This is an optimization exercise on Yosys and OpenROAD, whose aim is small area, a short achievable clock period and few clock cycles per item, not a production implementation. Only simulation tests tie the RTL to the original design; equivalence was not proved. Power and IR drop assume default switching activity.

==> design.v <==
package dlsh_pkg;
    localparam int NUM_LETTERS_DEF = 36;
    localparam int COUNT_WIDTH_DEF = 16;
endpackage
module digraph_letter_sentence_histogram (
    input  logic        aclk,
    input  logic        aresetn,
    input  logic        s_valid,
    output logic        s_ready,
    input  logic        s_func,
    input  logic [15:0] s_char_code,
    output logic        m_valid,
    input  logic        m_ready,
    output logic [5:0]  m_letter_index,
    output logic [15:0] m_letter_count,
    output logic [15:0] m_sentence_length,
    output logic        m_last
);
    localparam int DW = 3;
    function automatic logic [5:0] glob_a(input int j);
        logic [5:0] r;
        case (j / 2)
            0:       r = 6'd4;
            1:       r = 6'd9;
            2:       r = 6'd15;
            3:       r = 6'd18;
            4:       r = 6'd23;
            5:       r = 6'd25;
            6:       r = 6'd27;
            7:       r = 6'd31;
            default: r = 6'd34;
        endcase
        glob_a = r + 6'(j % 2);
    endfunction
    function automatic logic [5:0] glob_b(input int j);
        case (j)
            0:  glob_b = 6'd0;
            1:  glob_b = 6'd1;
            2:  glob_b = 6'd2;
            3:  glob_b = 6'd3;
            4:  glob_b = 6'd6;
            5:  glob_b = 6'd7;
            6:  glob_b = 6'd8;
            7:  glob_b = 6'd11;
            8:  glob_b = 6'd12;
            9:  glob_b = 6'd13;
            10: glob_b = 6'd14;
            11: glob_b = 6'd17;
            12: glob_b = 6'd20;
            13: glob_b = 6'd21;
            14: glob_b = 6'd22;
            15: glob_b = 6'd29;
            16: glob_b = 6'd30;
            default: glob_b = 6'd33;
        endcase
    endfunction
    function automatic logic [5:0] gmap(input logic [5:0] g);
        logic [5:0] r;
        r = {1'b1, 5'd17};
        for (int j = 0; j < 18; j++) begin
            if (g == glob_a(j)) r = {1'b1, 5'(j)};
            if (g == glob_b(j)) r = {1'b0, 5'(j)};
        end
        gmap = r;
    endfunction
    function automatic int dw_of(input logic [5:0] g);
        case (g)
            6'd6, 6'd7, 6'd12, 6'd18, 6'd23, 6'd27, 6'd29:
                dw_of = 3;   
            default:
                dw_of = 2;
        endcase
    endfunction
    function automatic logic [15:0] sat_inc(input logic [15:0] x);
        sat_inc = (x == 16'hFFFF) ? x : x + 16'd1;
    endfunction
    typedef struct packed {
        logic       f;       
        logic       cd;      
        logic       cq;      
        logic       cs;      
        logic       cctl;    
        logic       cnul;    
        logic       isb;     
        logic [4:0] bl;
        logic       isl;     
        logic [3:0] ll;
        logic [3:0] tl;      
    } req_t;
    function automatic req_t decode(input logic f, input logic [15:0] c);
        req_t       r;
        logic       hz, asc, ext;
        logic [4:0] n;
        r    = '0;
        hz   = (c[15:8] == 8'h00);
        asc  = hz && (c[7:6] == 2'b01) && !f;
        ext  = hz && (c[7:6] == 2'b11) && !f;
        n    = c[4:0];
        r.f    = f;
        r.cd   = !f && (c == 16'h002E);
        r.cq   = !f && (c == 16'h003F);
        r.cs   = !f && (c == 16'h0020);
        r.cctl = !f && ((c == 16'h000A) || (c == 16'h000C) || (c == 16'h000D));
        r.cnul = !f && (c == 16'h0000);
        if (asc) begin
            case (n)
                5'd1:  begin r.isb = 1'b1; r.bl = 5'd0;  end
                5'd2:  begin r.isb = 1'b1; r.bl = 5'd1;  end
                5'd3:  begin r.isb = 1'b1; r.bl = 5'd2;  end
                5'd4:  begin r.isl = 1'b1; r.ll = 4'd0;  end
                5'd5:  begin r.isb = 1'b1; r.bl = 5'd4;  end
                5'd6:  begin r.isb = 1'b1; r.bl = 5'd6;  end
                5'd7:  begin r.isl = 1'b1; r.ll = 4'd1;  end
                5'd8:  begin r.isb = 1'b1; r.bl = 5'd7;  end
                5'd9:  begin r.isb = 1'b1; r.bl = 5'd8;  end
                5'd10: begin r.isb = 1'b1; r.bl = 5'd9;  end
                5'd11: begin r.isb = 1'b1; r.bl = 5'd10; end
                5'd12: begin r.isl = 1'b1; r.ll = 4'd2;  end
                5'd13: begin r.isb = 1'b1; r.bl = 5'd11; end
                5'd14: begin r.isl = 1'b1; r.ll = 4'd3;  end
                5'd15: begin r.isb = 1'b1; r.bl = 5'd12; end
                5'd16: begin r.isb = 1'b1; r.bl = 5'd13; end
                5'd17: begin r.isb = 1'b1; r.bl = 5'd14; end
                5'd18: begin r.isl = 1'b1; r.ll = 4'd4;  end
                5'd19: begin r.isl = 1'b1; r.ll = 4'd5;  end
                5'd20: begin r.isl = 1'b1; r.ll = 4'd6;  end
                5'd21: begin r.isb = 1'b1; r.bl = 5'd15; end
                5'd22: begin r.isb = 1'b1; r.bl = 5'd16; end
                5'd24: begin r.isl = 1'b1; r.ll = 4'd7;  end
                5'd25: begin r.isb = 1'b1; r.bl = 5'd17; end
                5'd26: begin r.isl = 1'b1; r.ll = 4'd8;  end
                default: ;
            endcase
            r.tl[0] = (n == 5'd8);    
            r.tl[1] = (n == 5'd10);   
            r.tl[2] = (n == 5'd12);   
            r.tl[3] = (n == 5'd18);   
        end
        if (ext) begin
            case (n)
                5'd7:  begin r.isb = 1'b1; r.bl = 5'd3; end   
                5'd11: begin r.isb = 1'b1; r.bl = 5'd5; end   
                default: ;
            endcase
        end
        decode = r;
    endfunction
    function automatic logic [3:0] tail_of(input logic [3:0] l);
        case (l)
            4'd1, 4'd3: tail_of = 4'b0010;   
            4'd2:       tail_of = 4'b0100;   
            4'd4:       tail_of = 4'b1000;   
            default:    tail_of = 4'b0001;   
        endcase
    endfunction
    logic        r0_v, sk_v, s_rdy;
    req_t        r0, sk;
    logic        pend_v;
    logic [3:0]  pend_l;
    logic [3:0]  pend_t;
    logic        prev_dot, prev_q;
    logic        lenz;
    logic [15:0] len;
    logic        win, win2, silent, fresh;
    logic [35:0] opv;         
    logic [5:0]  e;
    logic        eA;
    logic [4:0]  eloc;
    logic [15:0] emit_len, emit_len2;
    logic [DW-1:0] dA [18];   
    logic [DW-1:0] dB [18];
    logic [17:0]   fullA, fullB;
    logic        opA_v, opB_v;
    logic        wbA_v, wbB_v, wbA_inc, wbB_inc;
    logic [4:0]  wbA_i, wbB_i;
    logic [15:0] rdA, rdB;
    logic [DW-1:0] dv;
    logic [15:0] cA [18];
    logic [15:0] cB [18];
    logic        m_v, q_v, m_lst;
    logic [15:0] m_cnt, q_cnt;
    logic [5:0]  m_idx;
    logic emit_now, push, pop, drained;
    assign emit_now = opv[35] && !fresh && (eA ? !opA_v : !opB_v) && (silent || !q_v);
    assign push     = emit_now && !silent;
    assign pop      = m_v && m_ready;
    assign drained  = win && !opv[35] && !m_v && !q_v;
    logic [17:0] oldA_v, oldB_v, xA_v, xB_v;
    always_comb begin
        for (int j = 0; j < 18; j++) begin
            oldA_v[j] = win2 || (emit_now ? opv[glob_a(j) - 6'd1] : opv[glob_a(j)]);
            xA_v[j]   = (win2 && opv[glob_a(j)])
                     || ((win2 || opv[glob_a(j)]) && fullA[j]);
            if (glob_b(j) == 6'd0)
                oldB_v[j] = win2 || (!emit_now && opv[0]);
            else
                oldB_v[j] = win2 || (emit_now ? opv[glob_b(j) - 6'd1] : opv[glob_b(j)]);
            xB_v[j]   = (win2 && opv[glob_b(j)])
                     || ((win2 || opv[glob_b(j)]) && fullB[j]);
        end
    end
    logic       pm, cont, chr, is_end, is_skip, grow, close, doB, setp;
    logic [4:0] aloc;
    logic       oldA, oldB, stall, fire1;
    assign pm      = pend_v && ((pend_t & r0.tl) != 4'b0000);
    assign cont    = !pm;
    assign chr     = cont && !r0.f;
    assign is_end  = cont && ((r0.cd && !prev_dot) || (r0.cq && !prev_q));
    assign is_skip = cont && (r0.cctl || (r0.cs && lenz) || (r0.cd && prev_dot));
    assign grow    = pm || (chr && !is_skip && !r0.cnul);
    assign close   = cont && (r0.f ? !lenz : is_end);
    assign doB     = cont && r0.isb;
    assign setp    = cont && r0.isl;
    assign aloc    = {pend_l, pm};
    assign oldA    = oldA_v[aloc];
    assign oldB    = oldB_v[r0.bl];
    logic xa_s, xa_d;
    assign xa_s  = xA_v[{pend_l, 1'b0}];
    assign xa_d  = xA_v[{pend_l, 1'b1}];
    assign stall = (close && win2)
                || (pend_v && (pm ? xa_d : xa_s))
                || (doB && xB_v[r0.bl]);
    assign fire1 = r0_v && !stall;
    req_t din;
    assign din     = decode(s_func, s_char_code);
    assign s_ready = s_rdy;
    always_ff @(posedge aclk) begin
        if (!aresetn) begin
            r0_v  <= 1'b0;
            sk_v  <= 1'b0;
            s_rdy <= 1'b1;
        end else if (!r0_v || fire1) begin
            r0_v  <= sk_v || s_valid;
            sk_v  <= 1'b0;
            s_rdy <= 1'b1;
        end else if (s_valid && !sk_v) begin
            sk_v  <= 1'b1;
            s_rdy <= 1'b0;
        end
    end
    always_ff @(posedge aclk) begin
        if (!r0_v || fire1) r0 <= sk_v ? sk : din;
        if (!sk_v) sk <= din;
    end
    logic [15:0] len_inc, len_fin;
    assign len_inc = sat_inc(len);
    assign len_fin = grow ? len_inc : len;
    always_ff @(posedge aclk) begin
        if (!aresetn) begin
            pend_v   <= 1'b0;
            prev_dot <= 1'b0;
            prev_q   <= 1'b0;
            lenz     <= 1'b1;
            len      <= 16'd0;
            opA_v    <= 1'b0;
            opB_v    <= 1'b0;
        end else begin
            opA_v <= fire1 && pend_v && !oldA;
            opB_v <= fire1 && doB && !oldB;
            if (fire1) begin
                pend_v <= setp;
                if (is_end || is_skip) begin
                    prev_dot <= r0.cd;
                    prev_q   <= r0.cq;
                end else if (cont && (r0.isb || r0.isl)) begin
                    prev_dot <= 1'b0;
                    prev_q   <= 1'b0;
                end
                if (close) begin
                    len  <= 16'd0;
                    lenz <= 1'b1;
                end else if (grow) begin
                    len  <= len_inc;
                    lenz <= 1'b0;
                end
            end
        end
    end
    always_ff @(posedge aclk) begin
        if (fire1 && setp) begin
            pend_l <= r0.ll;
            pend_t <= tail_of(r0.ll);
        end
        if (fire1 && close) emit_len2 <= len_fin;
        if (fire1 && close && (!win || drained)) begin
            emit_len <= len_fin;
        end else if (drained && win2) begin
            emit_len <= emit_len2;
        end
    end
    logic [5:0] gm_next;
    logic       eA_n;
    logic [4:0] eloc_n;
    logic       open_now;
    assign gm_next  = gmap(emit_now ? e + 6'd1 : 6'd0);
    assign open_now = drained ? (win2 || (fire1 && close)) : (!win && fire1 && close);
    assign {eA_n, eloc_n} = (emit_now || open_now) ? gm_next : {eA, eloc};
    always_ff @(posedge aclk) begin
        if (!aresetn) begin
            win    <= 1'b1;
            win2   <= 1'b0;
            silent <= 1'b1;
            fresh  <= 1'b0;
            opv    <= '1;
            e      <= 6'd0;
            eA     <= 1'b0;
            eloc   <= 5'd0;
        end else begin
            fresh <= open_now && !win2;
            if (emit_now) begin
                e          <= e + 6'd1;
                {eA, eloc} <= gm_next;
                opv        <= {opv[34:0], 1'b0};
                if (fire1 && close) win2 <= 1'b1;
            end else if (drained) begin
                silent <= 1'b0;
                if (win2 || (fire1 && close)) begin
                    win2       <= 1'b0;
                    e          <= 6'd0;
                    {eA, eloc} <= gm_next;
                    opv        <= '1;
                end else begin
                    win <= 1'b0;
                end
            end else if (fire1 && close) begin
                if (win) begin
                    win2 <= 1'b1;
                end else begin
                    win        <= 1'b1;
                    e          <= 6'd0;
                    {eA, eloc} <= gm_next;
                    opv        <= '1;
                end
            end
        end
    end
    for (genvar j = 0; j < 18; j++) begin : g_d
        localparam int WA = dw_of(glob_a(j));
        localparam int WB = dw_of(glob_b(j));
        logic [WA-1:0] ra;
        logic [WB-1:0] rb;
        always_ff @(posedge aclk) begin
            if (!aresetn) begin
                ra <= '0;
                rb <= '0;
            end else begin
                if (emit_now && eA && (eloc == 5'(j)))
                    ra <= '0;
                else if (fire1 && pend_v && oldA && (aloc == 5'(j)))
                    ra <= ra + WA'(1);
                if (emit_now && !eA && (eloc == 5'(j)))
                    rb <= '0;
                else if (fire1 && doB && oldB && (r0.bl == 5'(j)))
                    rb <= rb + WB'(1);
            end
        end
        assign dA[j]    = DW'(ra);
        assign dB[j]    = DW'(rb);
        assign fullA[j] = &ra;
        assign fullB[j] = &rb;
    end
    logic [4:0]  aA, aB;
    logic [15:0] raA, raB, frA, frB, wdA, wdB;
    always_ff @(posedge aclk) begin
        if (!aresetn) begin
            aA <= 5'd0;
            aB <= 5'd0;
        end else begin
            aA <= (fire1 && pend_v && !oldA) ? aloc : eloc_n;
            aB <= (fire1 && doB && !oldB) ? r0.bl : eloc_n;
        end
    end
    assign raA = cA[aA];
    assign raB = cB[aB];
    assign wdA = wbA_inc ? sat_inc(rdA) : {{(16-DW){1'b0}}, dv};
    assign wdB = wbB_inc ? sat_inc(rdB) : {{(16-DW){1'b0}}, dv};
    assign frA = (wbA_v && (wbA_i == aA)) ? wdA : raA;
    assign frB = (wbB_v && (wbB_i == aB)) ? wdB : raB;
    always_ff @(posedge aclk) begin
        if (!aresetn) begin
            wbA_v <= 1'b0;
            wbB_v <= 1'b0;
        end else begin
            wbA_v <= opA_v || (emit_now && eA);
            wbB_v <= opB_v || (emit_now && !eA);
        end
    end
    always_ff @(posedge aclk) begin
        wbA_i   <= aA;
        wbB_i   <= aB;
        wbA_inc <= opA_v;
        wbB_inc <= opB_v;
        rdA     <= frA;
        rdB     <= frB;
        dv      <= eA ? dA[eloc] : dB[eloc];
        for (int j = 0; j < 18; j++) begin
            if (wbA_v && (wbA_i == 5'(j))) cA[j] <= wdA;
            if (wbB_v && (wbB_i == 5'(j))) cB[j] <= wdB;
        end
    end
    always_ff @(posedge aclk) begin
        if (!aresetn) begin
            m_v   <= 1'b0;
            q_v   <= 1'b0;
            m_idx <= 6'd0;
            m_lst <= 1'b0;
        end else begin
            if (pop) begin
                m_idx <= m_lst ? 6'd0 : m_idx + 6'd1;
                m_lst <= (m_idx == 6'd34);
            end
            if (pop || !m_v) begin
                if (q_v) begin
                    m_v <= 1'b1;
                    q_v <= 1'b0;
                end else begin
                    m_v <= push;
                end
            end else if (push) begin
                q_v <= 1'b1;
            end
        end
    end
    always_ff @(posedge aclk) begin
        if (pop || !m_v) m_cnt <= q_v ? q_cnt : (eA ? raA : raB);
        if (!q_v) q_cnt <= eA ? raA : raB;
    end
    assign m_valid           = m_v;
    assign m_letter_index    = m_idx;
    assign m_letter_count    = m_cnt;
    assign m_sentence_length = emit_len;
    assign m_last            = m_lst;
endmodule
==> run.sh <==
#!/bin/bash
# synth_recipe.tcl (not shown) runs the flow's synth.tcl, then flattens the netlist and writes it again
# the make line also repeats each setting of config.mk as NAME=value (left out here)
make -C /OpenROAD-flow-scripts/flow DESIGN_CONFIG=/design/flow/config.mk WORK_HOME=/design/flow/orfs CLKGATE_MAP_FILE= SYNTH_SCRIPT=/design/flow/synth_recipe.tcl finish
==> config.mk <==
export PLATFORM = sky130hd
export DESIGN_NAME = digraph_letter_sentence_histogram
export DESIGN_NICKNAME = digraph_letter_sentence_histogram
export VERILOG_FILES = /design/flow/design.v
export SDC_FILE = /design/flow/constraint.sdc
export NUM_CORES = 4
export LEC_CHECK = 0
export ABC_CLOCK_PERIOD_IN_PS = 2700
export CAP_MARGIN = 20
export CORE_MARGIN = 2
export CORE_UTILIZATION = 40
export SETUP_SLACK_MARGIN = 3.3
export SLEW_MARGIN = 20
==> constraint.sdc <==
create_clock -name core_clock -period 6.0 [get_ports {aclk}]
set_input_delay 1.2000 -clock core_clock [delete_from_list [all_inputs] [get_ports {aclk}]]
set_output_delay 1.2000 -clock core_clock [all_outputs]
set_load 0.01 [all_outputs]
==> results_dict.tcl, run 1 <==
set metrics [dict create \
    status "complete, no violations" \
    synthArstFlopShare_pct 0 \
    n_fill_cell 7896 \
    routedWlPerCell_um 25.37 \
    syn_area_sq_um 38280 \
    cp_slowest_stage_delay_ps 500 \
    hold_viol 0 \
    cts_sinks 914 \
    antenna_found_initial 0 \
    setup.worst_path.class "register to register" \
    r2r_cells 12 \
    grt_pass1_vias 26703 \
    power.density_nw_per_um2 295.9 \
    cts_max_level 3 \
    worst_ep_arrival_time_ps 4090 \
    fin_skew_ps 59.08 \
    crit_chain "ha_2 -> maj3_1 -> mux4_2 -> o22ai_4 -> nor4b_4 -> a31o_4 -> buf_12 -> or4_4 -> buf_12 -> nor4_4 -> mux2i_1 -> nor2_1" \
    hold_ws_ps 394.7 \
    avgViaCountPerCell 5.955 \
    fin_crit_sh_pct 59.31 \
    initial_core_util_pct 40.35 \
    ioPinCount 62 \
    synth-xor-area-share_pct 1.831 \
    min_from "aA[2]" \
    crit_path_top_delay_cell "mux4_2" \
    tns_ps 0 \
    synthFlopType "edfxtp_1" \
    clk_latency_ps 690 \
    yosysWarnings 5 \
    rows 113 \
    syn_avg_cell_area_sq_um 12.76 \
    synth_mux_area_share_pct 4.397 \
    dieArea_sq_um 98180 \
    clock_path_buffers 3 \
    p_leak_nw 15.88 \
    grt_pass1_wl_mm 171.5 \
    tritoncts "built" \
    maxSlewHeadroom_pct 16.77 \
    r2r-end "g_d[13].rb[1]" \
    rrSetupSlack_ps 2440 \
    synth_edf_count 653 \
    ys_types 74 \
    grt.total_usage_pct 23.12 \
    clk_pin_slew_ps 60 \
    yosysSeqAreaShare_pct 64.88 \
    grt_max_degree 47 \
    drive_above_1_share_pct 24.93 \
    synth_top_area_share_pct 51.23 \
    synthSimpleGateAreaFrac_pct 11.18 \
    tightest_slew_ps 1239 \
    synthCells 3000 \
    drt_iter0_markers 3086 \
    syn_to_final_growth_pct 25.97 \
    hpwlAfterDp_mm 71.02 \
    maxCapViolCount 0 \
    final_max_slew_viol_count 0 \
    die_y_um 313.3 \
    drc_errors 0 \
    synth_area_leaders "edfxtp_1 (51%), dfxtp_1 (14%), nor2_1 (2.3%)" \
    critPathMaxFanout 5 \
    hp-class "register to register" \
    grt-ovfl-total 0 \
    rsz0062_at_grt "true" \
    synth_top_family_by_area "compound AO/OA/AOI/OAI gates" \
    nNetsFinal 3356 \
    diodes 0 \
    portBuffers 61 \
    firstDrtPassIters 6 \
    hold_end "wbA_i[2]" \
    min_period_ps 3559 \
    numCtsBuffers 96 \
    start_kind "register" \
    synth_compound_area_share_pct 13.63 \
    setup_viol 0 \
    whs_path_depth 0 \
    final_core_util_pct 50.82 \
    yosys.area.top_type "edfxtp_1" \
    ctsRootBufferMaster "clkbuf_16" \
    ir_drop_uv 223.8 \
    synth_seq_cells 914 \
    synth_nets 3075 \
    core_sq_um 94870 \
    drtAntennaViolNets 0 \
    crit_buf_inv 2 \
    worstPathRequired_ps 6530 \
    r2r_start "g_d[12].rb[0]" \
    cp_top_family "simple AND/OR/NAND/NOR gates" \
    cp-end-kind "register" \
    critical_path.most_common_cell "buf_12" \
    place_congestion 0.9052 \
    ctsHoldBuffers 0 \
    clock.fmax_mhz 281.0 \
    yosys.area_share.adder_pct 2.157 \
    vias 27573 \
    finalWirelength_mm 117.5 \
    die_w_um 313.3 \
]
==> stage by stage <==
stage               power (mW)  cells  cell area, sq um  setup slack, ps
global placement         8.078   4244             40790             1472
floorplan                7.696   3000             38530             2612
CTS                      14.26   4563             46740             2507
detailed placement       8.099   4245             40830             1447
finish                   14.27   4630             48210             2441
global route             14.70   4630             48210             2350
==> flip-flops by register name, summed over array words and instances (netlist names), 5 cells and up <==
name,count
wbB_i,5
len,16
cA,288
opv,36
emit_len,16
aB,5
m_idx,6
g_d.rb,40
rdA,16
aA,5
wbA_i,5
emit_len2,16
rdB,16
r0,21
g_d.ra,39
cB,288
m_cnt,16
q_cnt,16
eloc,5
sk,21
e,6
==> timing repair <==
action / CTS / global route
endpoints found under the hold margin: 0 / 0
setup endpoints to repair: 734 / 707
pin swaps: 74 / 122
cloned: 18 / 9
gates resized for setup: 369 / 226
setup buffers: 118 / 58
==> synthesized netlist by cell type, drive strengths merged (14+ instances only) <==
cell type  number
a21oi         101
mux2           57
a211o          34
edfxtp        653
a22o           69
nand3b         14
dfxtp         261
nand3          82
nand4          69
xnor2          35
mux2i          86
xor2           45
a21boi         18
or3            34
a22oi         100
and3           24
clkbuf        133
nor4           23
nor3           58
nand2b         27
nand2         223
inv            34
buf            24
maj3           15
a221oi         78
o22ai          21
nor2          232
o21ai         162
nor2b          22
o22a           28
a221o          26
ha             54
==> cell families after synthesis <==
group	count (synthesis)
AOI/OAI and AO/OA	733
xor gates and xnor gates	80
adders and majority gates	69
buffers and inverters	191
DFF	914
muxes	151
and+or+nand+nor	862
==> cell usage in the layout (no fill, tap or decap), types with 17 or more instances in the layout <==
| cell type | Yosys | routed |
|---|---|---|
| and3_1 | 24 | 22 |
| inv_1 | 34 | 28 |
| ha_1 | 54 | 42 |
| xnor2_1 | 35 | 31 |
| buf_6 | 1 | 51 |
| mux2_4 | 0 | 17 |
| a22oi_1 | 100 | 98 |
| clkinv_1 | 0 | 20 |
| mux2i_1 | 86 | 77 |
| a22o_1 | 69 | 68 |
| dlygate4sd2_1 | 0 | 42 |
| or3_1 | 34 | 28 |
| xor2_1 | 45 | 42 |
| buf_12 | 0 | 30 |
| nor2_4 | 0 | 28 |
| clkinv_2 | 0 | 19 |
| nand4_1 | 69 | 70 |
| nor3_1 | 54 | 28 |
| mux2_2 | 57 | 40 |
| a221oi_1 | 78 | 72 |
| a221o_1 | 26 | 26 |
| nand3_2 | 0 | 19 |
| o22a_1 | 28 | 28 |
| nand2b_1 | 27 | 20 |
| nor2_1 | 232 | 188 |
| a211o_1 | 34 | 34 |
| nand3_1 | 82 | 61 |
| buf_4 | 0 | 161 |
| dfxtp_1 | 261 | 234 |
| a21oi_1 | 101 | 73 |
| clkbuf_16 | 0 | 99 |
| o21ai_0 | 160 | 116 |
| o21ai_2 | 1 | 27 |
| nand2_1 | 223 | 210 |
| a21oi_2 | 0 | 21 |
| edfxtp_1 | 653 | 653 |
==> final cells by class <==
| type | instances | area [sq um] | share of cell area, % |
|---|---|---|---|
| clock inverters | 61 | 714.4 | 1.482 |
| multi-input cells | 1909 | 14890 | 30.88 |
| flip-flops and latches | 914 | 24900 | 51.64 |
| inverters | 34 | 147.6 | 0.3062 |
| well taps | 1265 | 1583 | 3.283 |
| clock buffers | 121 | 2585 | 5.362 |
| repair buffers | 323 | 3349 | 6.947 |
| repair inverters | 3 | 48.80 | 0.1012 |
==> where the power goes <==
part	internal [mW]	leakage, nW	switching, mW
clock network	3.60	1.61	2.53
registers	6.88	7.44	0.131
logic	0.463	6.84	0.674
total	10.9	15.9	3.33
==> worst max path at each step <==
stage | depth (start not counted) | from | end
after global placement | 8 | pend_l[0] | g_d[4].ra[0]
after CTS | 12 | g_d[8].rb[0] | g_d[12].rb[1]
after global routing | 12 | g_d[12].rb[0] | g_d[13].rb[1]
after floorplan | 12 | g_d[8].rb[1] | g_d[16].rb[1]
final | 12 | g_d[12].rb[0] | g_d[13].rb[1]
after detailed placement | 8 | pend_l[0] | g_d[8].ra[0]
==> worst reg2reg max path: stages (launching register included) <==
cell and delay [ps]:
dfxtp_2 340, ha_2 210, maj3_1 360, mux4_2 500, o22ai_4 200, nor4b_4 90, a31o_4 250, buf_12 130
or4_4 500, buf_12 170, nor4_4 340, mux2i_1 270, nor2_1 50
==> routing by layer <==
layer / up-vias / share of wire (%) / global-route usage, %
li1: 12306 / - / -
met1: 13892 / 43 / 32.15
met2: 1119 / 47 / 37.44
met3: 256 / 6.7 / 3.378
met4: 0 / 3.4 / 7.329
met5: - / 0 / 0
Testbench counts, summed over its fixed seeds: cycles 34,123, items 32,123.
==> run 2, diff against run 1 <==
--- a/design.v
+++ b/design.v
@@ -71,6 +71,12 @@
                 dw_of = 2;
         endcase
     endfunction
+    function automatic logic [2:0] johnson_val(input logic [2:0] q, input int w);
+        int c;
+        c = 0;
+        for (int i = 0; i < 3; i++) if (i < w && q[i]) c++;
+        johnson_val = q[w - 1] ? 3'(2 * w - c) : 3'(c);
+    endfunction
     function automatic logic [15:0] sat_inc(input logic [15:0] x);
         sat_inc = (x == 16'hFFFF) ? x : x + 16'd1;
     endfunction
@@ -347,17 +353,17 @@
                 if (emit_now && eA && (eloc == 5'(j)))
                     ra <= '0;
                 else if (fire1 && pend_v && oldA && (aloc == 5'(j)))
-                    ra <= ra + WA'(1);
+                    ra <= {ra[WA-2:0], !ra[WA-1]};
                 if (emit_now && !eA && (eloc == 5'(j)))
                     rb <= '0;
                 else if (fire1 && doB && oldB && (r0.bl == 5'(j)))
-                    rb <= rb + WB'(1);
+                    rb <= {rb[WB-2:0], !rb[WB-1]};
             end
         end
         assign dA[j]    = DW'(ra);
         assign dB[j]    = DW'(rb);
-        assign fullA[j] = &ra;
-        assign fullB[j] = &rb;
+        assign fullA[j] = ra[WA-1] && !ra[WA-2];
+        assign fullB[j] = rb[WB-1] && !rb[WB-2];
     end
     logic [4:0]  aA, aB;
     logic [15:0] raA, raB, frA, frB, wdA, wdB;
@@ -392,7 +398,7 @@
         wbB_inc <= opB_v;
         rdA     <= frA;
         rdB     <= frB;
-        dv      <= eA ? dA[eloc] : dB[eloc];
+        dv      <= johnson_val(eA ? dA[eloc] : dB[eloc], dw_of(e));
         for (int j = 0; j < 18; j++) begin
             if (wbA_v && (wbA_i == 5'(j))) cA[j] <= wdA;
             if (wbB_v && (wbB_i == 5'(j))) cB[j] <= wdB;
--- a/config.mk
+++ b/config.mk
@@ -11,3 +11,4 @@
 export CORE_UTILIZATION = 40
 export SETUP_SLACK_MARGIN = 3.3
 export SLEW_MARGIN = 20
+export TNS_END_PERCENT = 5
==> run 2 against run 1 <==
Compared with the run above: still clean on timing, DRC and antenna; final area decreased by 4.0%; setup slack improved by 530 ps; highest routed layer is now met5; clock skew decreased by 8.6 ps; critical endpoint is now aB[1].
==> results_dict.tcl, run 2 <==
set metrics [dict create \
    highest_layer "met5" \
    cts_sinks 914 \
    multi_input_area_sq_um 13950 \
    fin_skew_ps 50.44 \
    synth_common_cells "edfxtp_1 (653), nand2_1 (299), dfxtp_1 (261)" \
    regArea_sq_um 24890 \
    syn_to_final_growth_pct 20.38 \
    crit_chain "buf_6 -> buf_6 -> or4_4 -> buf_4 -> buf_4 -> o22a_1 -> o21ai_0 -> a211oi_2 -> o211ai_2 -> or4b_4 -> nand2_2 -> o22ai_1" \
    ir_drop_uv 227.2 \
    hp-class "register to register" \
    clock.fmax_mhz 330.0 \
    fin_crit_sh_pct 50.51 \
    tns_ps 0 \
    synth_edf_count 653 \
    die_y_um 314.0 \
    synth_area_leaders "edfxtp_1 (51%), dfxtp_1 (14%), mux2i_1 (3.8%)" \
    vias 26743 \
    layout_common_cells "edfxtp_1 (653), nand2_1 (296), dfxtp_1 (240)" \
    critPathMaxFanout 8 \
    initial_core_util_pct 40.41 \
    yosysWarnings 5 \
    routedWlPerCell_um 23.71 \
    hold_ws_ps 409.0 \
    tightest_slew_ps 1087 \
    rsz0062_at_grt "true" \
    synth_seq_cells 914 \
    worstPathRequired_ps 6550 \
    grt_max_degree 49 \
    synth_nets 3077 \
    die_w_um 314.0 \
    reg_top3 "cA x288, cB x288, g_d.rb x40" \
    hpwlAfterDp_mm 65.70 \
    final_cells 4600 \
    place_congestion 0.9000 \
    drc_errors 0 \
    cp_slowest_stage_delay_ps 590 \
    crit_path_top_delay_cell "or4b_4" \
    tritoncts "built" \
    yosysSeqAreaShare_pct 64.58 \
    cts_max_level 3 \
    final_common_cell "edfxtp_1" \
    rows 113 \
    numPlacedInstances 4303 \
    final_core_util_pct 48.64 \
    final_max_slew_viol_count 0 \
    synthArstFlopShare_pct 0 \
    met2_length_mm 50.38 \
    cp-end-kind "register" \
    status "complete, no violations" \
    hold_viol 0 \
    drive_above_1_share_pct 19.71 \
    power.density_nw_per_um2 308.2 \
    synth.most_common_cell "edfxtp_1" \
    n_fill_cell 8331 \
    grt_pass1_wl_mm 161.6 \
    synth_top_area_share_pct 51.00 \
    p_leak_nw 15.30 \
    core_sq_um 95150 \
    start_kind "register" \
    grt_pass1_vias 25748 \
    syn_area_sq_um 38450 \
    dieArea_sq_um 98620 \
    portBuffers 61 \
    clk_latency_ps 710 \
    met1_length_mm 46.75 \
    maxCapViolCount 0 \
    numCtsBuffers 96 \
    grt.total_usage_pct 21.62 \
    ctsRootBufferMaster "clkbuf_16" \
    maxSlewHeadroom_pct 27.15 \
    ctsHoldBuffers 0 \
    firstDrtPassIters 5 \
    yosys.area.top_type "edfxtp_1" \
    finalWirelength_mm 109.1 \
    drtAntennaViolNets 0 \
    wl_met3_mm 8.510 \
    clk_pin_slew_ps 60 \
    synthFlopType "edfxtp_1" \
    avgViaCountPerCell 5.814 \
    syn_avg_cell_area_sq_um 12.65 \
    worst_ep_arrival_time_ps 3580 \
    cp_top_family "simple AND/OR/NAND/NOR gates" \
    crit_buf_inv 4 \
    ioPinCount 62 \
    ys_types 103 \
    synthCells 3039 \
    grt-ovfl-total 0 \
    clock_path_buffers 3 \
    setup.worst_path.class "register to register" \
    setup_viol 0 \
    nNetsFinal 3288 \
    drt_iter0_markers 2684 \
    min_period_ps 3031 \
    antenna_found_initial 1 \
]
==> run 2: worst paths after layout <==
check	slack (ps)	start	end	cells after the start
hold / removal	410	opB_v	wbB_inc	0
hold reg to reg	410	opB_v	wbB_inc	0
setup reg to reg	2970	r0[9]	aB[1]	12
setup / recovery	2970	r0[9]	aB[1]	12
==> run 2: where the power goes <==
group	switching, mW	internal [mW]
registers	0.142	6.89
clock network	2.58	3.53
logic	0.656	0.472
==> run 2: layout make-up <==
class,instances,area share (%)
sequential,914,53.76
antenna,1,0.005406
clock buffer,121,5.679
multi-input combinational,1934,30.13
inverter,43,0.3595
tap,1265,3.419
timing repair buffer,261,5.201
clock inverter,61,1.438
==> run 2: per-stage QoR <==
stage | power, mW | setup slack (ps) | area, sq um
floorplan | 7.777 | 3085 | 38500
global placement | 8.189 | 2050 | 40900
detailed placement | 8.203 | 1951 | 40930
CTS | 14.32 | 2910 | 45440
global route | 14.71 | 2872 | 46280
finish | 14.26 | 2969 | 46290
==> run 2: timing repair <==
item,in CTS,in global routing
endpoints found under the setup margin,618,704
endpoints found under the hold margin,0,0
pin swaps,20,38
gates resized for setup,147,87
cloned,7,3
buffers inserted,64,39
==> run 2: routing by layer <==
layer	vias to the layer above	GRT usage, %
li1	12194	-
met1	13230	30.15
met2	1095	34.03
met3	222	4.071
met4	2	7.068
met5	-	0
==> run 2: cell families (layout without fill, tap and decap cells) <==
kind of cell | Yosys count | count (layout) | synth area share [%]
AOI/OAI and AO/OA | 700 | 701 | 13.09
xor gates and xnor gates | 52 | 52 | 1.184
adders and majority gates | 44 | 44 | 1.276
buffers and inverters | 196 | 486 | 2.135
DFF | 914 | 914 | 64.58
muxes | 214 | 214 | 5.984
other | 0 | 1 | 0
and+or+nand+nor | 919 | 923 | 11.74
Testbench counts of run 2, summed over its fixed seeds: cycles 34,222, items 32,123.
==> run 3, diff against run 2 <==
--- a/config.mk
+++ b/config.mk
@@ -8,7 +8,7 @@
 export ABC_CLOCK_PERIOD_IN_PS = 2700
 export CAP_MARGIN = 20
 export CORE_MARGIN = 2
-export CORE_UTILIZATION = 40
+export CORE_UTILIZATION = 55
 export SETUP_SLACK_MARGIN = 3.3
 export SLEW_MARGIN = 20
 export TNS_END_PERCENT = 5
==> run 3 against run 2 <==
Compared with the run above: clock skew is 27 ps lower; largest power group unchanged; still clean; critical path depth shrank 2; synthesized cell count is the same; register-to-register slack about the same; hold slack better by 29 ps; sequential cell count did not move; setup slack lost 1.7 ps; first-iteration DRC count is 10% higher.
==> results_dict.tcl, run 3 <==
set metrics [dict create \
    status "complete, no violations" \
    r2r-end "aB[1]" \
    critPathMaxFanout 8 \
    ctsHoldBuffers 0 \
    tightest_slew_ps 1200 \
    ctsRootBufferMaster "clkbuf_16" \
    maxCapViolCount 0 \
    syn_to_final_growth_pct 19.11 \
    yosysWarnings 5 \
    cp_top_family "simple AND/OR/NAND/NOR gates" \
    power.density_nw_per_um2 303.9 \
    cp.depth 10 \
    multi_input_area_sq_um 14060 \
    antenna_found_initial 0 \
    grt_pass1_wl_mm 163.9 \
    vias 27480 \
    ys_types 103 \
    synthArstFlopShare_pct 0 \
    clk_latency_ps 650 \
    initial_core_util_pct 55.77 \
    cp-end-kind "register" \
    grt.total_usage_pct 30.41 \
    crit_buf_inv 1 \
    min_period_ps 3032 \
    synth_edf_count 653 \
    drtAntennaViolNets 0 \
    crit_chain "mux2_4 -> or4_4 -> buf_4 -> o22a_1 -> o21ai_0 -> a211oi_1 -> o211ai_2 -> or4b_4 -> nand2_1 -> o22ai_1" \
    final_core_util_pct 66.43 \
    setup.worst_path.class "register to register" \
    synthCells 3039 \
    ioPinCount 62 \
    yosysSeqAreaShare_pct 64.58 \
    clock_path_buffers 3 \
    synth_seq_cells 914 \
    numPlacedInstances 3963 \
    yosys.area.top_type "edfxtp_1" \
    preCtsSetupSlack_ps 2081 \
    hpwlAfterDp_mm 68.05 \
    portBuffers 61 \
    rrSetupSlack_ps 2970 \
    cts_sinks 914 \
    synth_top_area_share_pct 51.00 \
    hp-class "register to register" \
    core_sq_um 68950 \
    p_leak_nw 15.26 \
    r2r_cells 10 \
    n_fill_cell 5115 \
    firstDrtPassIters 6 \
    worstPathRequired_ps 6510 \
    drive_above_1_share_pct 19.71 \
    hold_viol 0 \
    syn_area_sq_um 38450 \
    final_max_slew_viol_count 0 \
    crit_end "aB[1]" \
    regArea_sq_um 24890 \
    fin_crit_sh_pct 50.54 \
    finalWirelength_mm 111.3 \
    die_w_um 268.4 \
    numCtsBuffers 94 \
    synth_nets 3077 \
    synthFlopType "edfxtp_1" \
    reg_top3 "cA x288, cB x288, g_d.rb x40" \
    clock.fmax_mhz 329.8 \
    clk_pin_slew_ps 60 \
    drt_iter0_markers 2962 \
    tns_ps 0 \
    grt-ovfl-total 0 \
    grt_max_degree 61 \
    ir_drop_uv 210.3 \
    syn_avg_cell_area_sq_um 12.65 \
    maxSlewHeadroom_pct 20.03 \
    diodes 0 \
    layout_common_cells "edfxtp_1 (653), nand2_1 (294), dfxtp_1 (241)" \
    p_total_mw 13.92 \
    nNetsFinal 3287 \
    synth.most_common_cell "edfxtp_1" \
    final_cells 4259 \
    routedWlPerCell_um 26.14 \
    start_kind "register" \
    synth_common_cells "edfxtp_1 (653), nand2_1 (299), dfxtp_1 (261)" \
    dieArea_sq_um 72040 \
    setup_viol 0 \
    r2r_start "eA" \
    tritoncts "built" \
    synth_area_leaders "edfxtp_1 (51%), dfxtp_1 (14%), mux2i_1 (3.8%)" \
    grt_pass1_vias 26477 \
    crit_path_top_delay_cell "or4_4" \
    final_common_cell "edfxtp_1" \
    rsz0062_at_grt "true" \
    cts_max_level 3 \
    worst_ep_arrival_time_ps 3540 \
    place_congestion 0.9124 \
    cp_slowest_stage_delay_ps 590 \
    drc_errors 0 \
    fin_skew_ps 23.31 \
    setup.worst_path.start "eA" \
    worst_slack_ps 2968 \
    avgViaCountPerCell 6.452 \
    rows 96 \
    die_y_um 268.4 \
]
run 3: cell counts after synthesis:
No cell type changed its count.
run 3: cell families after synthesis:
family	Yosys count	synth area share [%]
adder cells (fa/ha/maj)	44	1.276
AO/OA/AOI/OAI	700	13.09
flip-flops	914	64.58
multiplexers	214	5.984
XOR/XNOR	52	1.184
AND/OR/NAND/NOR	919	11.74
buffers and inverters	196	2.135
run 3: how the worst min path moves through the flow:
| stage | from | to | slack, ps | depth (start not counted) |
|---|---|---|---|---|
| finish | opB_v | wbB_inc | 440 | 0 |
| global route | opB_v | wbB_inc | 440 | 0 |
| CTS | opB_v | wbB_inc | 430 | 0 |
| detailed placement | aA[2] | wbA_i[2] | 430 | 0 |
| global placement | aA[2] | wbA_i[2] | 430 | 0 |
| floorplan | aA[0] | wbA_i[0] | 330 | 0 |
run 3: final cells by class:
cell class | instances | share of cell area (%)
multi-input cells | 1933 | 30.70
clock inverters | 50 | 0.9780
flip-flops and latches | 914 | 54.35
inverters | 43 | 0.3715
repair buffers | 263 | 5.398
well taps | 931 | 2.543
clock buffers | 125 | 5.658
run 3: repair_timing:
item	CTS	global route
cloned	8	2
pin swaps	41	17
resized for setup	193	75
endpoints found under the setup margin	637	697
hold endpoints to repair	0	0
buffers inserted	79	32
run 3: worst register-to-register path, cell delays in order (launching register included):
cell,delay (ps)
dfxtp_4,360
mux2_4,340
or4_4,590
buf_4,170
o22a_1,190
o21ai_0,80
a211oi_1,110
o211ai_2,240
or4b_4,580
nand2_1,150
o22ai_1,90
run 3: stage by stage:
stage	area (sq um)	hold WS [ps]
detailed placement	40490	432.7
global placement	40470	431.6
finish	45800	438.5
CTS	45160	429.3
global route	45800	435.7
floorplan	38500	329.0
run 3: power breakdown:
part	internal (mW)	switching, mW	total (mW)	leakage [nW]
sequential	6.89	0.159	7.05	7.41
clock	3.27	2.46	5.72	1.49
combinational	0.484	0.660	1.14	6.36
total	10.6	3.27	13.9	15.3
run 3: layer usage:
layer | up-vias | GRT usage, % | part of all wire (%) | wire length (um)
met5 | - | 0 | 0 | 0
met4 | 0 | 10.78 | 3.5 | 3923
met3 | 260 | 4.046 | 7.0 | 7829
li1 | 12183 | - | - | -
met1 | 13818 | 41.16 | 41 | 45630
met2 | 1219 | 50.73 | 48 | 53940
==> run 4, diff against run 3 <==
--- a/config.mk
+++ b/config.mk
@@ -11,4 +11,4 @@
 export CORE_UTILIZATION = 55
 export SETUP_SLACK_MARGIN = 3.3
 export SLEW_MARGIN = 20
-export TNS_END_PERCENT = 5
+export TNS_END_PERCENT = 1
==> run 4 against run 3 <==
Compared with the run above: critical path depth grew 4; sequential power is essentially flat; clock skew is essentially flat; sequential share of layout area grew 0.96 points; utilization shrank 1.2 points; count of clock-buffer cells in the layout shrank 3; global-route usage is essentially flat; critical path type unchanged; highest routed layer unchanged.
==> results_dict.tcl, run 4 <==
set metrics [dict create \
    place_congestion 0.9426 \
    layout_common_cells "edfxtp_1 (653), nand2_1 (295), dfxtp_1 (242)" \
    n_fill_cell 5227 \
    ir_drop_uv 195.5 \
    clock_path_buffers 3 \
    power.density_nw_per_um2 310.1 \
    rows 96 \
    yosys.area.top_type "edfxtp_1" \
    tightest_slew_ps 1191 \
    drt_iter0_markers 2870 \
    grt-ovfl-total 0 \
    post_dp_cell_area_sq_um 40520 \
    hold_ws_ps 427.7 \
    synth_common_cells "edfxtp_1 (653), nand2_1 (299), dfxtp_1 (261)" \
    tns_ps 0 \
    firstDrtPassIters 6 \
    hp-class "register to register" \
    fin_crit_sh_pct 51.92 \
    core_sq_um 68950 \
    synth_edf_count 653 \
    worst_slack_ps 2885 \
    final_common_cell "edfxtp_1" \
    numCtsBuffers 92 \
    p_leak_nw 14.90 \
    ctsHoldBuffers 0 \
    routedWlPerCell_um 26.14 \
    worstPathRequired_ps 6510 \
    tritoncts "built" \
    clock.fmax_mhz 321.0 \
    synth_top_area_share_pct 51.00 \
    cp_slowest_stage_delay_ps 440 \
    setup.worst_path.class "register to register" \
    syn_avg_cell_area_sq_um 12.65 \
    cp-end-kind "register" \
    dieArea_sq_um 72040 \
    synthCells 3039 \
    maxCapViolCount 0 \
    fin_skew_ps 23.32 \
    syn_area_sq_um 38450 \
    initial_core_util_pct 55.77 \
    grt_pass1_vias 26239 \
    synth.most_common_cell "edfxtp_1" \
    start_kind "register" \
    syn_to_final_growth_pct 16.98 \
    die_w_um 268.4 \
    drc_errors 0 \
    final_max_slew_viol_count 0 \
    synthArstFlopShare_pct 0 \
    portBuffers 61 \
    synth_seq_cells 914 \
    clk_pin_slew_ps 60 \
    reg_top3 "cA x288, cB x288, g_d.rb x40" \
    worst_ep_arrival_time_ps 3620 \
    hpwlAfterDp_mm 68.31 \
    yosysWarnings 5 \
    hold_viol 0 \
    die_y_um 268.4 \
    drtAntennaViolNets 0 \
    nNetsFinal 3243 \
    ys_types 103 \
    rrSetupSlack_ps 2880 \
    yosysSeqAreaShare_pct 64.58 \
    min_period_ps 3115 \
    crit_path_top_delay_cell "or3b_4" \
    critPathMaxFanout 7 \
    grt.total_usage_pct 30.39 \
    rsz0062_at_grt "true" \
    grt_max_degree 61 \
    clk_latency_ps 640 \
    grt_pass1_wl_mm 163.1 \
    synth_nets 3077 \
    status "complete, no violations" \
    fin_area_sq_um 44980 \
    cts_sinks 914 \
    final_core_util_pct 65.24 \
    diodes 0 \
    maxSlewHeadroom_pct 20.35 \
    vias 27052 \
    finalWirelength_mm 110.1 \
    ioPinCount 62 \
    crit_chain "or3b_4 -> buf_12 -> nor2_4 -> a22oi_2 -> nand2_1 -> nor2_1 -> nand4_1 -> o31ai_4 -> o21ai_4 -> ha_4 -> xnor2_2 -> fa_2 -> xnor2_2 -> o32ai_2" \
    drive_above_1_share_pct 17.52 \
    setup_viol 0 \
    synth_area_leaders "edfxtp_1 (51%), dfxtp_1 (14%), mux2i_1 (3.8%)" \
    antenna_found_initial 1 \
    critical_path.most_common_cell "xnor2_2" \
    cts_max_level 3 \
    preCtsSetupSlack_ps 1997 \
    ctsRootBufferMaster "clkbuf_16" \
    avgViaCountPerCell 6.421 \
    synthFlopType "edfxtp_1" \
]
[run 4: cell counts after synthesis]
Identical to the previous run, type by type.
[run 4: what timing repair did]
item	4_1_cts	5_1_grt
setup endpoints to repair	651	681
buffers inserted	56	13
gates cloned	4	1
pin swaps	25	21
resized for setup	131	55
[run 4: final timing paths]
| check | from | end | cells after the start |
|---|---|---|---|
| max | eloc[3] | dv[2] | 14 |
| min | opB_v | wbB_inc | 0 |
| max reg2reg | eloc[3] | dv[2] | 14 |
| min reg2reg | opB_v | wbB_inc | 0 |
[run 4: worst max-delay path: cells and delay by family (launching register included)]
family	cells	cell delay (ps)
and+or+nand+nor	5	990
adders and majority gates	2	630
DFF	1	410
xor gates and xnor gates	2	310
AOI/OAI and AO/OA	4	490
buffers and inverters	1	160
[run 4: cell families after synthesis]
| group | after synthesis | synth area share [%] |
|---|---|---|
| mux | 214 | 5.984 |
| xor+xnor | 52 | 1.184 |
| simple gates | 919 | 11.74 |
| fa+ha+maj | 44 | 1.276 |
| buf+inv | 196 | 2.135 |
| compound gates | 700 | 13.09 |
| flops | 914 | 64.58 |
[run 4: where the power goes]
| group | leakage (nW) | switching (mW) | internal [mW] | total, mW |
|---|---|---|---|---|
| Clock | 1.47 | 2.42 | 3.38 | 5.80 |
| Sequential | 7.41 | 0.161 | 6.89 | 7.05 |
| Combinational | 6.01 | 0.642 | 0.457 | 1.10 |
[run 4: final cells by class]
type | count | area, sq um | share of cell area (%)
clock buffers | 122 | 2507 | 5.574
clock inverters | 49 | 531.8 | 1.182
inverters | 43 | 167.7 | 0.3727
multi-input cells | 1933 | 13770 | 30.62
flip-flops and latches | 914 | 24880 | 55.31
well taps | 931 | 1165 | 2.590
repair buffers | 221 | 1957 | 4.350
[run 4: metrics by stage]
stage               power [mW]  cells
floorplan                7.777   3039
global placement         8.188   3964
detailed placement       8.219   3966
CTS                      14.00   4197
global route             14.38   4213
finish                   13.95   4213
[run 4: layer usage]
| metal | wire length (um) | track usage (%) | vias to the layer above |
|---|---|---|---|
| met1 | 44620 | 41.22 | 13513 |
| met4 | 4367 | 11.88 | 0 |
| met2 | 52890 | 49.99 | 1214 |
| met3 | 8263 | 4.174 | 254 |
| met5 | 0 | 0 | - |
| li1 | - | - | 12071 |
==> run 5, diff against run 4 <==
--- a/config.mk
+++ b/config.mk
@@ -9,6 +9,6 @@
 export CAP_MARGIN = 20
 export CORE_MARGIN = 2
 export CORE_UTILIZATION = 55
+export CTS_BUF_LIST = sky130_fd_sc_hd__clkbuf_8
 export SETUP_SLACK_MARGIN = 3.3
 export SLEW_MARGIN = 20
-export TNS_END_PERCENT = 1
==> run 5 against run 4 <==
Compared with the run above: first-iteration DRC count rose by 4.1%; maximum frequency increased by 2.4%; sequential cell count stayed put; clock power decreased by 13%; final cell count grew 5.3%; wire length up 5.2%; clock skew grew 37 ps; utilization grew 3.5 points; register-to-register slack improved by 70 ps; final area grew 5.4%; total power fell by 4.9%; critical endpoint is now g_d[7].rb[1].
==> results_dict.tcl, run 5 <==
set metrics [dict create \
    synth_top_area_share_pct 51.00 \
    synthFlopType "edfxtp_1" \
    numPlacedInstances 3966 \
    rows 96 \
    p_leak_nw 16.09 \
    syn_to_final_growth_pct 23.32 \
    yosysSeqAreaShare_pct 64.58 \
    synth_nets 3077 \
    critPathMaxFanout 9 \
    syn_avg_cell_area_sq_um 12.65 \
    final_cells 4435 \
    initial_core_util_pct 55.77 \
    synth_area_leaders "edfxtp_1 (51%), dfxtp_1 (14%), mux2i_1 (3.8%)" \
    drc_errors 0 \
    firstDrtPassIters 6 \
    cts_sinks 914 \
    whs_path_depth 0 \
    fin_skew_ps 60.71 \
    start_kind "register" \
    worstPathRequired_ps 6680 \
    ctsRootBufferMaster "clkbuf_8" \
    routedWlPerCell_um 26.13 \
    final_common_cell "edfxtp_1" \
    power.density_nw_per_um2 279.9 \
    hp-class "register to register" \
    ys_types 103 \
    ir_drop_uv 224.0 \
    vias 28275 \
    rsz0062_at_grt "true" \
    grt_pass1_wl_mm 169.9 \
    drtAntennaViolNets 0 \
    tns_ps 0 \
    fin_crit_sh_pct 50.71 \
    clk_latency_ps 820 \
    final_max_slew_viol_count 0 \
    worst_ep_arrival_time_ps 3730 \
    tightest_slew_ps 1121 \
    die_w_um 268.4 \
    multi_input_area_sq_um 14880 \
    r2r_cells 12 \
    n_fill_cell 5010 \
    cp-end-kind "register" \
    clock_path_buffers 3 \
    clk_pin_slew_ps 60 \
    setup_viol 0 \
    nNetsFinal 3417 \
    portBuffers 61 \
    hpwlAfterDp_mm 69.30 \
    synth_common_cells "edfxtp_1 (653), nand2_1 (299), dfxtp_1 (261)" \
    synthArstFlopShare_pct 0 \
    grt_pass1_vias 27822 \
    grt-ovfl-total 0 \
    finalWirelength_mm 115.9 \
    synth.most_common_cell "edfxtp_1" \
    ioPinCount 62 \
    reg_top3 "cA x288, cB x288, g_d.rb x40" \
    drive_above_1_share_pct 26.09 \
    min_period_ps 3043 \
    synth_seq_cells 914 \
    synth_edf_count 653 \
    place_congestion 0.8846 \
    hold_ws_ps 401.3 \
    numCtsBuffers 150 \
    yosys.area.top_type "edfxtp_1" \
    yosysWarnings 5 \
    core_sq_um 68950 \
    die_y_um 268.4 \
    setup.worst_path.class "register to register" \
    tritoncts "built" \
    grt_max_degree 60 \
    syn_area_sq_um 38450 \
    cts_max_level 4 \
    clock.fmax_mhz 328.6 \
    maxSlewHeadroom_pct 25.20 \
    synthCells 3039 \
    avgViaCountPerCell 6.375 \
    dieArea_sq_um 72040 \
    grt.total_usage_pct 31.78 \
    status "complete, no violations" \
    regArea_sq_um 24920 \
    layout_common_cells "edfxtp_1 (653), nand2_1 (279), dfxtp_1 (224)" \
    hold_viol 0 \
    ctsHoldBuffers 0 \
    maxCapViolCount 0 \
    drt_iter0_markers 2989 \
    antenna_found_initial 1 \
]
-- run 5: cell counts after synthesis --
No cell type changed its count.
-- run 5: path summary, 6_finish.rpt --
path,end,slack [ps],from
min reg2reg,wbB_i[3],400,aB[3]
max reg2reg,g_d[7].rb[1],2960,win2
max,g_d[7].rb[1],2960,win2
min,wbB_i[3],400,aB[3]
-- run 5: power by group --
group | leakage (nW) | switching, mW | internal [mW]
Clock | 1.60 | 2.54 | 2.52
Combinational | 7.08 | 0.695 | 0.482
Sequential | 7.41 | 0.148 | 6.89
-- run 5: worst max-delay path: stages, from the launching register on --
cell,delay [ps]
dfxtp_4,400
bufbuf_16,280
maj3_1,380
mux2i_2,240
nor3_2,120
a211oi_4,330
nand2_4,210
nor4_4,260
buf_6,160
buf_12,130
buf_6,140
nand3_2,110
mux2i_1,170
-- run 5: per-stage QoR --
step                setup slack (ps)  cell area, sq um  util (%)  total power [mW]
finish                          2957             47420     68.78             13.27
global route                    2882             47420     68.78             13.71
CTS                             2953             46250     67.08             13.29
detailed placement              2118             40540     58.80             8.216
global placement                2127             40520     58.78             8.196
floorplan                       3233             38560         -             7.780
-- run 5: cells by family (layout without fill, tap and decap cells) --
kind of cell	Yosys count	in the layout	synth area share, %
simple gates	919	921	11.74
flops	914	914	64.58
compound gates	700	704	13.09
mux	214	214	5.984
buf+inv	196	654	2.135
xor+xnor	52	52	1.184
fa+ha+maj	44	44	1.276
other cells	0	1	0
-- run 5: cell type report --
class | count | area share, %
clock buffers | 158 | 4.586
flip-flops and latches | 914 | 52.55
clock inverters | 118 | 1.274
multi-input cells | 1935 | 31.38
well taps | 931 | 2.457
diodes | 1 | 0.005277
inverters | 43 | 0.3747
repair buffers | 335 | 7.372
-- run 5: repair_timing --
item                                    CTS  global route
endpoints found under the setup margin  611           587
resized for setup                       420           175
gates cloned                             18             4
setup buffers                           132            38
pin swaps                                69            90
-- run 5: metal layers --
metal,vias to the layer above,GRT usage (%),wire length (um)
met5,-,0,0
met2,1334,52.34,56080
li1,12461,-,-
met3,318,5.288,8556
met4,0,13.75,4843
met1,14162,41.85,46420
==> run 6, diff against run 5 <==
--- a/config.mk
+++ b/config.mk
@@ -9,6 +9,6 @@
 export CAP_MARGIN = 20
 export CORE_MARGIN = 2
 export CORE_UTILIZATION = 55
-export CTS_BUF_LIST = sky130_fd_sc_hd__clkbuf_8
-export SETUP_SLACK_MARGIN = 3.3
+export SETUP_SLACK_MARGIN = 3.1
 export SLEW_MARGIN = 20
+export TNS_END_PERCENT = 5
==> run 6 against run 5 <==
Compared with the run above: sequential power barely moved; clock skew down 19 ps; count of clock-buffer cells in the layout is 40 lower; final cell count shrank 4.6%; die area is the same; via count down 4.0%; sequential cell count unchanged; total power rose by 6.0%; highest routed layer is now met5.
==> results_dict.tcl, run 6 <==
set metrics [dict create \
    worstPathRequired_ps 6510 \
    rsz0062_at_grt "true" \
    maxCapViolCount 0 \
    grt-busiest-layer "met2" \
    synth_area_leaders "edfxtp_1 (51%), dfxtp_1 (14%), mux2i_1 (3.8%)" \
    drc_errors 0 \
    syn_to_final_growth_pct 17.72 \
    layout_common_cells "edfxtp_1 (653), nand2_1 (296), dfxtp_1 (239)" \
    critPathMaxFanout 8 \
    crit_buf_inv 1 \
    clk_pin_slew_ps 60 \
    start_kind "register" \
    cp_slowest_stage_delay_ps 540 \
    vias 27134 \
    yosys.area.top_type "edfxtp_1" \
    ctsRootBufferMaster "clkbuf_16" \
    synth_common_cells "edfxtp_1 (653), nand2_1 (299), dfxtp_1 (261)" \
    synth_edf_count 653 \
    status "complete, no violations" \
    synth_nets 3077 \
    setup_viol 0 \
    tns_ps 0 \
    synth_seq_cells 914 \
    syn_area_sq_um 38450 \
    grt_max_degree 61 \
    syn_avg_cell_area_sq_um 12.65 \
    reg_top3 "cA x288, cB x288, g_d.rb x40" \
    ys_types 103 \
    r2r_cells 13 \
    cts_sinks 914 \
    finalWirelength_mm 110.2 \
    avgViaCountPerCell 6.410 \
    whs_path_depth 0 \
    final_common_cell "edfxtp_1" \
    power.density_nw_per_um2 310.7 \
    crit_chain "nand2_1 -> nor3_2 -> a22oi_1 -> nand3_1 -> nor3_1 -> a21oi_2 -> nor2_4 -> inv_2 -> ha_4 -> xnor2_2 -> fa_2 -> xnor2_2 -> o32ai_2" \
    clock_path_buffers 3 \
    firstDrtPassIters 6 \
    dieArea_sq_um 72040 \
    ctsHoldBuffers 0 \
    p_leak_nw 15.12 \
    core_sq_um 68950 \
    grt_pass1_wl_mm 162.3 \
    ir_drop_uv 259.6 \
    grt_use_met2_pct 50.38 \
    rows 96 \
    clk_latency_ps 650 \
    worst_ep_arrival_time_ps 3610 \
    cts_max_level 3 \
    grt.total_usage_pct 30.17 \
    clock.fmax_mhz 321.9 \
    drive_above_1_share_pct 17.88 \
    die_y_um 268.4 \
    use_met1_pct 40.60 \
    tritoncts "built" \
    synth_top_area_share_pct 51.00 \
    setup.worst_path.class "register to register" \
    synthArstFlopShare_pct 0 \
    drt_iter0_markers 2905 \
    grt-ovfl-total 0 \
    critical_path.most_common_cell "xnor2_2" \
    cp-end-kind "register" \
    fin_skew_ps 41.58 \
    fin_crit_sh_pct 51.77 \
    synthCells 3039 \
    drtAntennaViolNets 0 \
    cp.depth 13 \
    maxSlewHeadroom_pct 25.79 \
    tightest_slew_ps 1107 \
    portBuffers 61 \
    min_period_ps 3106 \
    grt.met3_usage_pct 4.721 \
    place_congestion 0.8997 \
    numCtsBuffers 92 \
    antenna_found_initial 3 \
    ioPinCount 62 \
    synthFlopType "edfxtp_1" \
    grt_pass1_vias 26158 \
    yosysWarnings 5 \
    synth.most_common_cell "edfxtp_1" \
    crit_path_top_delay_cell "nor3_2" \
    final_max_slew_viol_count 0 \
    cp_top_family "simple AND/OR/NAND/NOR gates" \
    routedWlPerCell_um 26.02 \
    hold_viol 0 \
    hpwlAfterDp_mm 67.95 \
    die_w_um 268.4 \
    yosysSeqAreaShare_pct 64.58 \
    p_total_mw 14.07 \
    nNetsFinal 3263 \
    initial_core_util_pct 55.77 \
    hp-class "register to register" \
]
[run 6: cell counts after synthesis]
No cell type changed its count.
[run 6: cell families after synthesis]
family                   after synthesis  share of synthesized area (%)
XOR/XNOR                              52                          1.184
buffers and inverters                196                          2.135
AO/OA/AOI/OAI                        700                          13.09
flip-flops                           914                          64.58
multiplexers                         214                          5.984
adder cells (fa/ha/maj)               44                          1.276
AND/OR/NAND/NOR                      919                          11.74
[run 6: layout make-up]
type | instances | area, sq um
tap | 931 | 1165
sequential | 914 | 24880
fill | 5185 | 23680
multi-input combinational | 1934 | 13760
antenna | 2 | 5.005
timing repair buffer | 240 | 2156
clock inverter | 51 | 666.9
inverter | 43 | 168.9
clock buffer | 118 | 2461
[run 6: repair_timing]
| item | 4_1_cts | 5_1_grt |
|---|---|---|
| gates resized for setup | 118 | 71 |
| cloned | 6 | 5 |
| endpoints found under the setup margin | 470 | 594 |
| buffers inserted | 37 | 50 |
| pin swaps | 26 | 17 |
[run 6: metal layers]
| layer | vias up | routed length, um |
|---|---|---|
| li1 | 12125 | - |
| met1 | 13541 | 44460 |
| met2 | 1226 | 53370 |
| met3 | 240 | 8592 |
| met4 | 2 | 3722 |
| met5 | - | 13 |
[run 6: where the power goes]
group	switching, mW	internal (mW)
Clock	2.43	3.48
Combinational	0.645	0.461
Sequential	0.162	6.89
[run 6: worst paths after layout]
path,from,end,slack [ps]
hold reg to reg,opB_v,wbB_inc,420
setup reg to reg,eloc[1],dv[2],2890
setup / recovery,eloc[1],dv[2],2890
hold / removal,opB_v,wbB_inc,420
[run 6: per-stage QoR]
stage | hold WS [ps] | instance area, sq um | util (%) | setup WS [ps] | cells
finish | 420.1 | 45260 | 65.65 | 2894 | 4233
global route | 429.5 | 45260 | 65.65 | 2785 | 4233
CTS | 412.4 | 44500 | 64.55 | 2798 | 4176
detailed placement | 430.3 | 40460 | 58.69 | 1965 | 3964
global placement | 426.6 | 40450 | 58.67 | 2042 | 3964
floorplan | 329.0 | 38470 | - | 2831 | 3039
==> run 7, diff against run 6 <==
--- a/design.v
+++ b/design.v
@@ -208,7 +208,6 @@
     logic       pm, cont, chr, is_end, is_skip, grow, close, doB, setp;
     logic [4:0] aloc;
     logic       oldA, oldB, stall, fire1;
-    assign pm      = pend_v && ((pend_t & r0.tl) != 4'b0000);
     assign cont    = !pm;
     assign chr     = cont && !r0.f;
     assign is_end  = cont && ((r0.cd && !prev_dot) || (r0.cq && !prev_q));
@@ -227,7 +226,8 @@
                 || (pend_v && (pm ? xa_d : xa_s))
                 || (doB && xB_v[r0.bl]);
     assign fire1 = r0_v && !stall;
-    req_t din;
+    req_t din, nxt;
+    assign nxt = sk_v ? sk : din;
     assign din     = decode(s_func, s_char_code);
     assign s_ready = s_rdy;
     always_ff @(posedge aclk) begin
@@ -245,9 +245,18 @@
         end
     end
     always_ff @(posedge aclk) begin
-        if (!r0_v || fire1) r0 <= sk_v ? sk : din;
+        if (!r0_v || fire1) r0 <= nxt;
         if (!sk_v) sk <= din;
     end
+    always_ff @(posedge aclk) begin
+        if (!aresetn) begin
+            pm <= 1'b0;
+        end else if (fire1) begin
+            pm <= setp && ((tail_of(r0.ll) & nxt.tl) != 4'b0000);
+        end else if (!r0_v) begin
+            pm <= pend_v && ((pend_t & nxt.tl) != 4'b0000);
+        end
+    end
     logic [15:0] len_inc, len_fin;
     assign len_inc = sat_inc(len);
     assign len_fin = grow ? len_inc : len;
--- a/config.mk
+++ b/config.mk
@@ -8,7 +8,6 @@
 export ABC_CLOCK_PERIOD_IN_PS = 2700
 export CAP_MARGIN = 20
 export CORE_MARGIN = 2
-export CORE_UTILIZATION = 55
-export SETUP_SLACK_MARGIN = 3.1
+export CORE_UTILIZATION = 40
+export SETUP_SLACK_MARGIN = 3.3
 export SLEW_MARGIN = 20
-export TNS_END_PERCENT = 5
==> run 7 against run 6 <==
Compared with the run above: still clean; register-to-register slack got worse by 20 ps; global-route usage fell by 6.9 points; hold slack got worse by 40 ps; sequential power barely moved; clock power rose by 0.8%; final area rose by 7.2%; critical path type unchanged; largest cell class unchanged; largest power group unchanged; highest routed layer unchanged.
==> results_dict.tcl, run 7 <==
set metrics [dict create \
    setup_viol 0 \
    dieArea_sq_um 98450 \
    worst_slack_ps 2873 \
    portBuffers 61 \
    maxCapViolCount 0 \
    syn_area_sq_um 38380 \
    grt.total_usage_pct 23.31 \
    synth_edf_count 649 \
    fin_skew_ps 42.10 \
    die_w_um 313.8 \
    worst_ep_arrival_time_ps 3650 \
    ctsRootBufferMaster "clkbuf_16" \
    p_switching_mw 3.445 \
    p_clk_share_pct 41.7 \
    start_kind "register" \
    ctsHoldBuffers 0 \
    drc_errors 0 \
    reg_top3 "cA x288, cB x288, g_d.rb x40" \
    synth_area_leaders "edfxtp_1 (51%), dfxtp_1 (14%), nor2_1 (2.9%)" \
    numCtsBuffers 93 \
    drive_above_1_share_pct 26.72 \
    layout_common_cells "edfxtp_1 (649), nand2_1 (245), dfxtp_1 (231)" \
    cp-end-kind "register" \
    cts_max_level 3 \
    maxSlewHeadroom_pct 32.42 \
    avgViaCountPerCell 6.025 \
    clock_path_buffers 3 \
    p_seq_share_pct 49.1 \
    numPlacedInstances 4378 \
    hp-class "register to register" \
    final_cells 4758 \
    yosys.area.top_type "edfxtp_1" \
    sw_frac_of_total_pct 24.08 \
    rsz0062_at_grt "true" \
    fin_crit_sh_pct 52.12 \
    tightest_slew_ps 1008 \
    ioPinCount 62 \
    tns_ps 0 \
    finalWirelength_mm 120.3 \
    final_common_cell "edfxtp_1" \
    status "complete, no violations" \
    min_period_ps 3127 \
    synth_seq_cells 911 \
    worstPathRequired_ps 6530 \
    final_core_util_pct 51.06 \
    synth_common_cells "edfxtp_1 (649), nor2_1 (300), dfxtp_1 (262)" \
    core_sq_um 95010 \
    cts_sinks 911 \
    n_fill_cell 8088 \
    final_max_slew_viol_count 0 \
    drtAntennaViolNets 0 \
    die_y_um 313.8 \
    clk_latency_ps 680 \
    critPathMaxFanout 6 \
    rrSetupSlack_ps 2870 \
    grt_max_degree 53 \
    preCtsSetupSlack_ps 1605 \
    yosysWarnings 5 \
    synth.most_common_cell "edfxtp_1" \
    nNetsFinal 3450 \
    firstDrtPassIters 6 \
    yosysSeqAreaShare_pct 64.44 \
    internal_power_mw 10.86 \
    tritoncts "built" \
    hold_ws_ps 380.4 \
    synth_nets 3144 \
    clk_pin_slew_ps 70 \
    rows 113 \
    hold_viol 0 \
    grt-ovfl-total 0 \
    synthCells 3106 \
    grt_pass1_vias 27014 \
    p_leak_nw 15.88 \
    syn_avg_cell_area_sq_um 12.36 \
    setup.worst_path.class "register to register" \
    place_congestion 0.9694 \
    antenna_found_initial 2 \
    ir_drop_uv 266.8 \
    synthFlopType "edfxtp_1" \
    routedWlPerCell_um 25.28 \
    clock.fmax_mhz 319.8 \
    synth_top_area_share_pct 50.77 \
    power.density_nw_per_um2 294.9 \
    grt_pass1_wl_mm 173.7 \
    syn_to_final_growth_pct 26.39 \
    vias 28668 \
    combPwrFrac_pct 9.2 \
    hpwlAfterDp_mm 70.29 \
    synthArstFlopShare_pct 0 \
    ys_types 90 \
    drt_iter0_markers 3525 \
    initial_core_util_pct 40.40 \
]
-- run 7: cell count changes in the layout (fill, tap and decap cells not counted), sizes merged, moves of 32 or more --
cell	change
nand3	+49
a22oi	+37
nand2	-38
clkdlybuf4s50	-50
a222oi	+68
mux2i	-42
nor2	+95
a211o	-32
buf	+114
a21oi	-33
dlygate4sd2	+46
-- run 7: path summary, 6_finish.rpt --
path	end	startpoint	cells after the start
worst max-delay path	dv[2]	eloc[0]	14
worst min-delay path	wbB_i[3]	aB[3]	0
worst max register to register	dv[2]	eloc[0]	14
worst min register to register	wbB_i[3]	aB[3]	0
-- run 7: critical path: stages (launching register included) --
cell and delay, ps:
dfxtp_4 400, buf_4 190, nor2_1 70, nand2_1 130, nor2_2 110, a221oi_2 330
o2111ai_1 180, o22a_1 220, or2_4 260, ha_4 250, xor2_2 180, fa_2 370
xor2_1 150, nand2_1 60, o31ai_1 70
-- run 7: final cells by class --
cell class                      instances  area (sq um)  share of cell area (%)
Antenna cell                            1         2.502                0.005158
Timing Repair Buffer                  356          3510                   7.234
Multi-Input combinational cell       2001         15230                   31.40
Clock buffer                          115          2492                   5.137
Sequential cell                       911         24820                   51.15
Tap cell                             1265          1583                   3.263
Clock inverter                         60         680.7                   1.403
Inverter                               49         196.4                  0.4049
-- run 7: cells by family after synthesis --
logic type | count (synthesis) | share of synthesized area, %
AOI/OAI and AO/OA | 687 | 12.94
xor gates and xnor gates | 59 | 1.346
adders and majority gates | 50 | 1.434
buffers and inverters | 206 | 2.164
DFF | 911 | 64.44
muxes | 168 | 4.782
and+or+nand+nor | 1025 | 12.89
-- run 7: timing repair --
action	CTS	global route
setup buffers	100	71
pin swaps	77	125
gates cloned	20	13
setup endpoints to repair	576	550
endpoints found under the hold margin	0	0
gates resized for setup	359	284
-- run 7: power by group through the flow --
| stage | Clock (mW) | Sequential (mW) | Combinational [mW] |
|---|---|---|---|
| global placement | 0 | 7.16 | 1.11 |
| CTS | 6.04 | 7.02 | 1.21 |
| detailed placement | 0 | 7.16 | 1.12 |
| global route | 6.30 | 7.04 | 1.41 |
| finish | 5.96 | 7.03 | 1.32 |
| floorplan | 0 | 7.12 | 0.701 |
-- run 7: metal layers --
metal,global-route usage [%],up-vias,share of wire (%)
met4,9.080,2,4.4
li1,-,12659,-
met5,0,-,0.013
met1,31.66,14109,40
met3,4.163,357,9.1
met2,37.19,1541,46
-- run 7: stage by stage --
step | area (sq um) | power [mW]
floorplan | 38740 | 7.816
global placement | 41160 | 8.276
detailed placement | 41200 | 8.283
CTS | 46730 | 14.27
global route | 48510 | 14.76
finish | 48510 | 14.31
Testbench counts of run 7, summed over its fixed seeds: cycles 34,222, items 32,123.

-- static timing again, ports no longer ideal --
The flow's constraints put no driver on any port. The routed layouts listed below were extracted and timed again, unchanged, in two steps. Step 1 sets driving cells, clkbuf_16 on the clock port and buf_2 on the other inputs (assumed; they add their load-dependent delay and slew). Step 2 also shifts input and output timing later by t, the mid clock arrival at the registers, as if the neighbouring blocks saw the same clock. a / b / c = ideal / step 1 / step 2; a / b = the first two.
run | t (ns) | setup WS [ns]
run 1 | 0.732 | 2.441 / 2.441 / 2.441
run 2 | 0.756 | 2.969 / 2.920 / 2.336
run 3 | 0.710 | 2.968 / 2.968 / 2.442
run 4 | 0.704 | 2.885 / 2.885 / 2.399
run 5 | 0.847 | 2.957 / 2.957 / 2.605
run 6 | 0.692 | 2.894 / 2.894 / 2.466
run 7 | 0.724 | 2.873 / 2.873 / 2.701
After both steps setup and hold are still met in every run listed.
